This design comes from an exercise in tuning for small area, a short achievable clock period and few clock cycles per item on the open sky130 flow, not from production work. No functional check of the RTL was part of any run shown here. Power is estimated from default activity; no workload was simulated.

File: flow/run.sh
#!/bin/bash
# synth_recipe.tcl (not shown) runs the flow's synth.tcl, then flattens the netlist and writes it again
# the make line also repeats each setting of config.mk as NAME=value (left out here)
make -C /OpenROAD-flow-scripts/flow DESIGN_CONFIG=/design/flow/config.mk WORK_HOME=/design/flow/orfs CLKGATE_MAP_FILE= SYNTH_SCRIPT=/design/flow/synth_recipe.tcl finish
File: flow/config.mk
export PLATFORM = sky130hd
export DESIGN_NAME = time_ordered_event_queue
export DESIGN_NICKNAME = time_ordered_event_queue
export VERILOG_FILES = /design/flow/design.v
export SDC_FILE = /design/flow/constraint.sdc
export NUM_CORES = 4
export LEC_CHECK = 0
export CAP_MARGIN = 20
export CORE_MARGIN = 2
export CORE_UTILIZATION = 40
export SLEW_MARGIN = 20
File: flow/design.v
`default_nettype none
package toeq_pkg;
   localparam int TimeWidth  = 32;
   localparam int IdentWidth = 16;
   localparam int FillWidth  = 5;
   localparam int EntryWidth = TimeWidth + 1 + IdentWidth;
   typedef enum logic {
      OP_INSERT = 1'b0,
      OP_REMOVE = 1'b1
   } op_type;
   typedef enum logic [1:0] {
      ST_OK    = 2'd0,
      ST_FULL  = 2'd1,
      ST_EMPTY = 2'd2
   } status_type;
endpackage
`default_nettype wire
`default_nettype none
module toeq_cell
(
   input  wire logic                              clock,
   input  wire logic                              write,
   input  wire logic [toeq_pkg::EntryWidth-1:0]   new_entry,
   output logic      [toeq_pkg::EntryWidth-1:0]   entry
);
   logic [toeq_pkg::EntryWidth-1:0] entry_ff;
   always_ff @(posedge clock) begin
      if (write) begin
         entry_ff <= new_entry;
      end
   end
   assign entry = entry_ff;
endmodule
`default_nettype wire
`default_nettype none
module time_ordered_event_queue
#(
   parameter int DEPTH = 16
) (
   input  wire logic                  clock,
   input  wire logic                  reset,
   input  wire logic                  req_valid,
   output logic                       req_stall,
   input  wire logic                  req_operation,
   input  wire logic [toeq_pkg::TimeWidth-1:0]  req_event_key_time,
   input  wire logic                  req_event_kind,
   input  wire logic [toeq_pkg::IdentWidth-1:0] req_event_ident,
   output logic                       rsp_valid,
   input  wire logic                  rsp_stall,
   output logic                       rsp_head_valid,
   output logic [toeq_pkg::TimeWidth-1:0]       rsp_head_time,
   output logic                       rsp_head_kind,
   output logic [toeq_pkg::IdentWidth-1:0]      rsp_head_ident,
   output logic [toeq_pkg::FillWidth-1:0]       rsp_fill_count,
   output logic [1:0]                 rsp_status
);
   localparam int EW = toeq_pkg::EntryWidth;
   localparam int TW = toeq_pkg::TimeWidth;
   localparam int CountWidth = $clog2(DEPTH + 1);
   localparam int RankWidth  = $clog2(DEPTH);
   logic                  r0_valid;
   logic                  r0_op;
   logic [DEPTH-1:0]      r0_slot;     
   logic [DEPTH-1:0]      r0_lt;       
   logic [DEPTH-1:0][EW-1:0]        slot;
   logic [DEPTH-1:0]                slot_valid;
   logic [DEPTH-1:0][RankWidth-1:0] rank;
   logic [DEPTH-1:0]                head_oh;
   logic [CountWidth-1:0]           count_ff;
   logic                  s2_valid;
   toeq_pkg::status_type  s2_status;
   logic                  rsp_valid_ff;
   logic                  rsp_head_valid_ff;
   logic [EW-1:0]         rsp_head_ff;
   logic [CountWidth-1:0] rsp_count_ff;
   toeq_pkg::status_type  rsp_status_ff;
   logic                  rsp_hold, s2_move, exec, take, accept_ins;
   logic                  is_full, is_empty, ins_ok, rem_ok;
   toeq_pkg::status_type  status;
   logic [DEPTH-1:0]      avail, free_oh, write_oh, behind, second_oh;
   logic                  new_is_head;
   logic [RankWidth:0]    new_rank;
   logic [CountWidth-1:0] count_in;
   logic [DEPTH-1:0]      cmp;
   logic [EW-1:0]         head_data;
   function automatic logic time_lt(input logic [TW-1:0] a, input logic [TW-1:0] b);
      logic [TW-1:0] g, p;
      g = ~a & b;
      p = ~a | b;
      for (int w = 1; w < TW; w = w * 2) begin
         for (int k = 0; k + w < TW; k = k + 2 * w) begin
            g[k] = g[k+w] | (p[k+w] & g[k]);
            p[k] = p[k+w] & p[k];
         end
      end
      time_lt = g[0];
   endfunction
   logic                  stall_arm_ff, r0_valid_in, s2_valid_in, rsp_valid_in;
   assign rsp_hold  = rsp_valid_ff && rsp_stall;
   assign s2_move   = s2_valid && !rsp_hold;
   assign exec      = r0_valid && !(s2_valid && rsp_hold);
   assign take      = !(stall_arm_ff && rsp_stall);
   assign req_stall = stall_arm_ff && rsp_stall;
   assign r0_valid_in  = take ? req_valid : r0_valid;
   assign s2_valid_in  = exec || (s2_valid && rsp_hold);
   assign rsp_valid_in = s2_move || rsp_hold;
   assign is_full  = count_ff[CountWidth-1];
   assign is_empty = (count_ff == '0);
   assign ins_ok   = exec && (r0_op == toeq_pkg::OP_INSERT) && !is_full;
   assign rem_ok   = exec && (r0_op == toeq_pkg::OP_REMOVE) && !is_empty;
   always_comb begin
      status = toeq_pkg::ST_OK;
      if (r0_op == toeq_pkg::OP_INSERT) begin
         if (is_full) status = toeq_pkg::ST_FULL;
      end else begin
         if (is_empty) status = toeq_pkg::ST_EMPTY;
      end
      count_in = count_ff;
      if (ins_ok) count_in = count_ff + 1'b1;
      if (rem_ok) count_in = count_ff - 1'b1;
   end
   assign avail = (~slot_valid & ~(r0_valid && r0_op == toeq_pkg::OP_INSERT ? r0_slot : '0))
                | ((r0_valid && r0_op == toeq_pkg::OP_REMOVE && !is_empty) ? head_oh : '0);
   always_comb begin
      logic seen;
      seen = 1'b0;
      for (int j = 0; j < DEPTH; j++) begin
         free_oh[j] = avail[j] && !seen;
         seen       = seen || avail[j];
      end
   end
   assign accept_ins = take && req_valid && (req_operation == toeq_pkg::OP_INSERT);
   assign write_oh   = accept_ins ? free_oh : '0;
   assign behind      = slot_valid & ~r0_lt;
   assign new_is_head = (behind == '0);
   always_comb begin
      new_rank = '0;
      for (int j = 0; j < DEPTH; j++) new_rank = new_rank + behind[j];
   end
   for (genvar j = 0; j < DEPTH; j++) begin : g_slot
      assign second_oh[j] = slot_valid[j] && (rank[j] == RankWidth'(1));
      toeq_cell u_cell (
         .clock     (clock),
         .write     (write_oh[j]),
         .new_entry ({req_event_key_time, req_event_kind, req_event_ident}),
         .entry     (slot[j])
      );
      always_ff @(posedge clock) begin
         if (reset) begin
            slot_valid[j] <= 1'b0;
         end else if (ins_ok && r0_slot[j]) begin
            slot_valid[j] <= 1'b1;
         end else if (rem_ok && head_oh[j]) begin
            slot_valid[j] <= 1'b0;
         end
      end
      always_ff @(posedge clock) begin
         if (ins_ok && r0_slot[j]) begin
            rank[j] <= new_rank[RankWidth-1:0];
         end else if (ins_ok && r0_lt[j]) begin
            rank[j] <= rank[j] + 1'b1;
         end else if (rem_ok) begin
            rank[j] <= rank[j] - 1'b1;
         end
      end
      assign cmp[j] = time_lt(req_event_key_time, slot[j][EW-1 -: TW]);
   end
   always_ff @(posedge clock) begin
      if (reset) begin
         head_oh <= '0;
      end else if (ins_ok && new_is_head) begin
         head_oh <= r0_slot;
      end else if (rem_ok) begin
         head_oh <= second_oh;
      end
   end
   always_comb begin
      head_data = '0;
      for (int j = 0; j < DEPTH; j++) head_data = head_data | ({EW{head_oh[j]}} & slot[j]);
   end
   always_ff @(posedge clock) begin
      if (reset) begin
         r0_valid     <= 1'b0;
         count_ff     <= '0;
         s2_valid     <= 1'b0;
         rsp_valid_ff <= 1'b0;
         stall_arm_ff <= 1'b0;
      end else begin
         r0_valid     <= r0_valid_in;
         count_ff     <= count_in;
         s2_valid     <= s2_valid_in;
         rsp_valid_ff <= rsp_valid_in;
         stall_arm_ff <= r0_valid_in && s2_valid_in && rsp_valid_in;
      end
   end
   always_ff @(posedge clock) begin
      if (take) begin
         r0_op   <= req_operation;
         r0_slot <= free_oh;
         r0_lt   <= cmp;
      end
      if (exec) begin
         s2_status <= status;
      end
      if (s2_move) begin
         rsp_head_valid_ff <= (count_ff != '0);
         rsp_head_ff       <= head_data;
         rsp_count_ff      <= count_ff;
         rsp_status_ff     <= s2_status;
      end
   end
   assign rsp_valid      = rsp_valid_ff;
   assign rsp_head_valid = rsp_head_valid_ff;
   assign rsp_head_time  = rsp_head_ff[EW-1 -: TW];
   assign rsp_head_kind  = rsp_head_ff[toeq_pkg::IdentWidth];
   assign rsp_head_ident = rsp_head_ff[toeq_pkg::IdentWidth-1:0];
   assign rsp_fill_count = rsp_count_ff;
   assign rsp_status     = rsp_status_ff;
endmodule
`default_nettype wire
File: flow/constraint.sdc
create_clock -name core_clock -period 4.5 [get_ports {clock}]
set_input_delay 0.9000 -clock core_clock [delete_from_list [all_inputs] [get_ports {clock}]]
set_output_delay 0.9000 -clock core_clock [all_outputs]
set_load 0.01 [all_outputs]
==> impl_results.md, run 1 <==
- Status: finished clean
- Syn_nets: 3712
- DR WL/cell: between 30 and 40 microns
- Most frequent CP cell: fa_1
- Max frequency: roughly 230 MHz
- Ports: approximately 110
- Synth-to-Final Area Change: 16.5%
- Initial Utilization: 0.404
- Largest net degree at the start of global routing: 53
- Fin. max-slew vios: 0
- Grt total ovfl: 0
- Root Buffer: clkbuf_16
- Startpoint types: register
- Initial antenna violation count: 4
- CP Buf/Inv Count: 4
- Max-cap viol count: 0
- Total power: approximately 20 mW
- Utilization after layout: 0.471
- First-pass GRT wire length: approximately 230 mm
- PwrDens: between 300 and 400 nW/um^2
- Clk_skew: 0.0738 ns
- Yosys top cell area share: 0.620
- Slew at the pin with the worst max-slew slack: 1.15 ns
- Rows: 123
- Drt initial violations: approximately 5300
- Final worst-path cycle share: 0.963
- Synth Cell Area: 45500 sq um
- Post-detail-place hpwl: ~100 mm
- Seq pwr share: 0.503
- CTS buffer count: between 100 and 150
- Post-synth EDFFs: 940
- Max clock buf depth: 3
- Async SR Flop Fraction: 0
- Static Leak: approximately 18 nW
- Crit path largest cell delay: 0.57 ns
- Synth Flop Type: edfxtp_1
- Top cell family by delay on the critical path: adder cells
- CP required: 4.92 ns
- GP Congestion: approximately 0.95
- Min Tclk post-route: 4.34 ns
- Hold crit path type: reg -> reg
- Post-CTS Setup Inserts: 0
- Synth area leaders: edfxtp_1 62%, a221oi_1 4.4%, a22o_1 4.2%, a21oi_1 3.1%, maj3_1 2.0%
- Post-synthesis cell type count: 82
- Slew headroom: 0.232
- Most numerous cell in the Yosys netlist: edfxtp_1
- Slowest cell on the critical path: fa_1
- Clock latency (worst-skew pair): around 0.74 ns
- Final nets: between 3000 and 4000
- Final Hold Viols: 0
- Worst Setup End Kind: register
- Post-synthesis register bit count: around 980
- Crit-path cells: nor2b_2 > fa_1 > fa_1 > inv_1 > fa_1 > fa_1 > inv_1 > ha_1 > inv_1 > fa_1 > nand2b_4 > buf_6 > nand2_1 > o21ai_0 > o21ai_0
- Sw Share: 0.230
- Drt first pass iters: 9
- Worst VDD drop: about 360 uV
- Input/output buffers: between 100 and 150
- Synth Instances: between 3000 and 4000
- Die ar.: 116000 sq um
- CTS sink cnt: 981
- Critical Path Fanout Max: 6
- Total GRT Usage: 0.273
- Share of layout cells above drive strength 1: 0.105
- P_int: 15.6 mW
- Residual DRC count: 0
- Post-route ant nets: 0
- H-tree levels: 3
- Routed WL: around 160 mm
- DIE WIDTH: approximately 340 microns
- Ys Warns: 2
- Die Ht: around 340 microns
- Syn avg cell area: roughly 13 sq um
- Filler instances: 10100
- Clock slew at reported path FFs: approximately 0.07 ns
- CTS tree: built
- Clock power share: 0.439
- Setup violations, final: 0
- Core box area: 113000 sq um
- Via count: roughly 35000
- Commonest cells in the netlist: 940 x edfxtp_1, 283 x a21oi_1, 231 x a221oi_1, 216 x a22o_1
- Area leader, netlist: edfxtp_1
- WS Path Type: reg -> reg
- P_sw: ~4.7 mW
- Vias/cell: about 6.4
- Seq/Total Area, Yosys: 0.638
- Worst Path Arrival: between 4 and 5 ns
- Gate power share: 0.058
- Vias in the first global route: ~33000
[cell families (layout without fill, tap and decap cells)]
group           Yosys count  in the layout  share of synthesized area
buf+inv                 439            710                     0.0366
compound gates         1278           1278                      0.201
mux                      19             19                    0.00418
flops                   981            981                      0.638
xor+xnor                 37             37                    0.00712
fa+ha+maj               161            161                     0.0410
other cells               0              1                          0
simple gates            675            675                     0.0723
[cells in the final DEF (no fill, tap or decap), drive strengths merged, types with 57 or more instances in the layout]
cell / count
a21oi: 283
o21ai: 170
buf: 185
inv: 211
nand2: 203
clkbuf: 135
o22ai: 99
ha: 57
a22o: 216
a221oi: 231
edfxtp: 940
clkdlybuf4s50: 111
nor2: 150
maj3: 93
[timing repair]
action,in CTS,in global routing
hold buffers,0,0
setup endpoints to repair,0,17
gates resized for setup,0,7
hold endpoints to repair,0,0
[worst paths after layout]
| check | from | to | slack, ns | cells after the start |
|---|---|---|---|---|
| worst max register to register | r0_lt[15] | rank[17] | 0.16 | 15 |
| worst min-delay path | s2_status[0] | rsp_status_ff[0] | 0.41 | 0 |
| worst min register to register | s2_status[0] | rsp_status_ff[0] | 0.41 | 0 |
| worst max-delay path | r0_lt[15] | rank[17] | 0.16 | 15 |
[power groups by stage]
stage	logic, mW	registers (mW)	clock network, mW
final	1.18	10.2	8.90
after detailed placement	1.15	10.4	0
after CTS	1.16	10.2	8.98
after floorplan	0.598	10.4	0
after global placement	1.14	10.4	0
after global routing	1.26	10.2	9.32
[stage by stage]
stage          instances  hold WS (ns)  area (sq um)  setup WS (ns)  TNS [ns]
2_1_floorplan       3590         0.400         45500         -0.388   -197.51
3_3_place_gp        5162         0.410         49500          0.136         0
3_5_place_dp        5162         0.405         49500         0.0582         0
4_1_cts             5361         0.404         53000         0.0158         0
5_1_grt             5361         0.423         53000       -0.00585  -0.00860
6_report            5362         0.408         53000          0.164         0
[layout make-up]
type                            count  area [sq um]  area share
Sequential cell                   981         29100       0.548
Clock inverter                     64           746      0.0141
Antenna cell                        1          2.50   0.0000472
Clock buffer                      135          2780      0.0524
Timing Repair Buffer              296          2780      0.0524
Multi-Input combinational cell   2170         15000       0.282
Inverter                          215           807      0.0152
Tap cell                         1500          1880      0.0354
[metal layers]
layer  global-route usage  share of wire  routed length (microns)  vias up
met5                    0              0                        0        -
met3               0.0523           0.10                    16900      429
met1                0.382           0.41                    66200    17200
li1                     -              -                        -    14700
met2                0.418           0.45                    72800     2221
met4                0.114          0.046                     7450        0
[registers in the layout, indices dropped and copies added (netlist names)]
register and cells:
r0_op 1, g_slot.u_cell.entry_ff 784, r0_valid 1, rsp_count_ff 5
rsp_head_valid_ff 1, rank 64, head_oh 16, r0_lt 16
stall_arm_ff 1, slot_valid 16, count_ff 5, r0_slot 16
rsp_valid_ff 1, rsp_status_ff 2, s2_status 2, s2_valid 1
rsp_head_ff 49
==> run 2, diff against run 1 <==
--- a/flow/config.mk
+++ b/flow/config.mk
@@ -7,2 +7,3 @@
 export LEC_CHECK = 0
+export ABC_CLOCK_PERIOD_IN_PS = 2500
 export CAP_MARGIN = 20
@@ -10,2 +11,3 @@
 export CORE_UTILIZATION = 40
+export SETUP_SLACK_MARGIN = 2.0
 export SLEW_MARGIN = 20
==> impl_results.md, run 2 <==
- Commonest cells after routing, fill and taps aside: 940 x edfxtp_1, 243 x a21oi_1, 219 x buf_4
- Rows: 123 (unchanged)
- Pre-CTS worst setup slack: 0.109 ns (+0.0503 ns)
- Final nets: 4212 (+8.2%)
- Min Tclk post-route: 4.36 ns (+0.0207 ns)
- Total GRT Usage: 0.319 (+0.0458)
- Total power: 19.9 mW (-1.7%)
- Grt total ovfl: 0 (unchanged)
- Post-synthesis cell type count: 82 (unchanged)
- Syn_nets: 3712 (unchanged)
- Worst Setup End Kind: register
- WS Path Type: reg -> reg
- Fin cells: 5676 (+5.9%)
- Post-synthesis register bit count: 981 (unchanged)
- Drt initial violations: 6390 (+22%)
- Syn avg cell area: 12.7 sq um (unchanged)
- Routed WL: 193 mm (+18%)
- Commonest cells in the netlist: 940 x edfxtp_1, 283 x a21oi_1, 231 x a221oi_1, 216 x a22o_1
- Most numerous cell in the Yosys netlist: edfxtp_1
- GP Congestion: 0.970 (+2.3%)
- Final setup TNS: 0 ns (unchanged)
- Die ar.: 116000 sq um (unchanged)
- Filler instances: 9164 (-9.1%)
- Post-synth EDFFs: 940 (unchanged)
- Seq/Total Area, Yosys: 0.638 (unchanged)
- Via count: 37900 (+9.9%)
- Drt first pass iters: 9 (unchanged)
- CTS sink cnt: 981 (unchanged)
- PwrDens: 330 nW/um^2 (-14%)
- Ports: 113 (unchanged)
- Slew headroom: 0.140 (-0.0916)
- Critical Path Fanout Max: 5 (-1)
- Clock slew at reported path FFs: 0.06 ns (about the same)
- Setup WS post-layout: 0.144 ns (-0.0207 ns)
- DR WL/cell: 34.0 microns (+12%)
- Initial Utilization: 0.404 (unchanged)
- Yosys top cell area share: 0.620 (unchanged)
- Utilization after layout: 0.537 (+0.0661)
- Initial antenna violation count: 4 (unchanged)
- Status: finished clean
- Max frequency: 230 MHz (-0.48%)
- Max-cap viol count: 0 (unchanged)
- Commonest non-fill, non-tap cell in the layout: edfxtp_1
- Post-route ant nets: 0 (unchanged)
- Top cell family by delay on the critical path: adder cells
- CTS buffer count: 102 (-2.9%)
- Biggest register: g_slot.u_cell.entry_ff
- Inst Count DP: 5146 (-0.31%)
- Post-detail-place hpwl: 102 mm (-0.99%)
- Synth area leaders: edfxtp_1 62%, a221oi_1 4.4%, a22o_1 4.2%, a21oi_1 3.1%, maj3_1 2.0%
- Most frequent CP cell: fa_1
- Slowest cell on the critical path: fa_1
- Core box area: 113000 sq um (unchanged)
- Vias in the first global route: 35500 (+7.0%)
- CP required: 4.92 ns (about the same)
- Input/output buffers: 112 (unchanged)
- Largest net degree at the start of global routing: 83 (+57%)
- Setup violations, final: 0 (unchanged)
- Slew at the pin with the worst max-slew slack: 1.29 ns (+0.137 ns)
- First-pass GRT wire length: 266 mm (+14%)
- Max reg flops: 784 (unchanged)
- Root Buffer: clkbuf_16
- DIE WIDTH: 341 microns (unchanged)
- Worst Path Arrival: 4.78 ns (+0.02 ns)
- Crit path largest cell delay: 0.56 ns (about the same)
- CTS Hold Bufs: 0 (unchanged)
- Share of layout cells above drive strength 1: 0.255 (+0.150)
- Static Leak: 21.2 nW (+18%)
- Final worst-path cycle share: 0.968 (+0.00461)
- CTS tree: built
- Synth Instances: 3590 (unchanged)
- Clk_skew: 0.0558 ns (-0.0180 ns)
- Final Hold Viols: 0 (unchanged)
- Worst VDD drop: 383 uV (+5.2%)
- Synth-to-Final Area Change: 32.9%
- Area leader, netlist: edfxtp_1
- Synth Flop Type: edfxtp_1
- Ys Warns: 2 (unchanged)
- RSZ-0062 raised after global routing: yes
- Die Ht: 341 microns (unchanged)
- Max clock buf depth: 3 (unchanged)
- Synth Cell Area: 45500 sq um (unchanged)
- CP Buf/Inv Count: 4 (unchanged)
- H-tree levels: 3 (unchanged)
- Startpoint types: register
- Residual DRC count: 0 (unchanged)
- Hold crit path type: reg -> reg
- Async SR Flop Fraction: 0 (unchanged)
- Crit-path cells: nor2b_2 > fa_1 > fa_1 > inv_2 > fa_1 > fa_1 > inv_2 > ha_4 > inv_2 > fa_1 > nand2b_4 > buf_12 > nand2_2 > o21ai_1 > o21ai_1
- Regs by FF count: g_slot.u_cell.entry_ff x784, rank x64, rsp_head_ff x49
- Fin. max-slew vios: 0 (unchanged)
- Vias/cell: 6.68 (+3.8%)
- Clock latency (worst-skew pair): 0.72 ns (-0.02 ns)
[run 2: area by class of cell]
class / count / area (sq um) / area share
Clock inverter: 54 / 450 / 0.00745
Multi-Input combinational cell: 2170 / 16700 / 0.276
Sequential cell: 981 / 29100 / 0.481
Timing Repair inverter: 1 / 7.51 / 0.000124
Antenna cell: 2 / 5.00 / 0.0000828
Clock buffer: 134 / 2770 / 0.0459
Inverter: 215 / 880 / 0.0145
Timing Repair Buffer: 619 / 8690 / 0.144
Tap cell: 1500 / 1880 / 0.0310
[run 2: power breakdown]
part	internal, mW	switching [mW]
sequential	10.1	0.0957
combinational	0.586	0.907
clock	4.53	3.71
total	15.2	4.71
[run 2: final timing paths]
| path | start | to | slack (ns) | depth (start not counted) |
|---|---|---|---|---|
| setup / recovery | r0_lt[15] | rank[53] | 0.14 | 15 |
| hold / removal | s2_status[1] | rsp_status_ff[1] | 0.42 | 0 |
| setup reg to reg | r0_lt[15] | rank[53] | 0.14 | 15 |
| hold reg to reg | s2_status[1] | rsp_status_ff[1] | 0.42 | 0 |
[run 2: logic make-up after synthesis]
family / count (synthesis) / share of synthesized area
AOI/OAI and AO/OA: 1278 / 0.201
DFF: 981 / 0.638
and+or+nand+nor: 675 / 0.0723
buffers and inverters: 439 / 0.0366
adders and majority gates: 161 / 0.0410
xor gates and xnor gates: 37 / 0.00712
muxes: 19 / 0.00418
[run 2: stage by stage]
step                      area [sq um]  hold slack [ns]
after floorplan                  45800            0.400
after CTS                        58900            0.423
after global routing             60500            0.427
final                            60500            0.421
after global placement           49500            0.408
after detailed placement         49500            0.408
[run 2: per-layer routing]
layer	global-route usage	up-vias	part of all wire
li1	-	15300	-
met3	0.103	823	0.14
met4	0.188	2	0.076
met1	0.416	18600	0.36
met2	0.465	3200	0.42
met5	0	-	0.000067
[run 2: what timing repair did]
item	4_1_cts	5_1_grt
pin swaps	95	118
buffers inserted	187	47
resized for setup	643	252
endpoints found under the setup margin	949	922
gates cloned	95	11

[port drivers added, routing unchanged]
Ports are ideal in the flow. The routed layouts listed here were re-timed in OpenROAD.
Step 1 (the two cells are an assumption about what drives the block):
set clk [get_ports {clock}]
set_driving_cell -lib_cell sky130_fd_sc_hd__clkbuf_16 $clk
set_driving_cell -lib_cell sky130_fd_sc_hd__buf_2 [delete_from_list [all_inputs] $clk]
Step 2 also shifts input and output timing later by t, the mid clock arrival at the registers, as if the neighbouring blocks saw the same clock.
a / b / c = ideal ports / drivers / drivers and shift; a / b = the first two.
run | shift t [ns] | slack for setup (ns) | worst hold slack (ns) | worst setup path at the end | worst data-port slew with drivers (ns)
run 1 | 0.781 | 0.164 / 0.164 / 0.164 | 0.408 / 0.408 / 0.408 | register to register | 0.08
run 2 | 0.770 | 0.144 / 0.144 / 0.144 | 0.421 / 0.421 / 0.421 | register to register | 0.10
After both steps setup and hold are still met in every run listed.
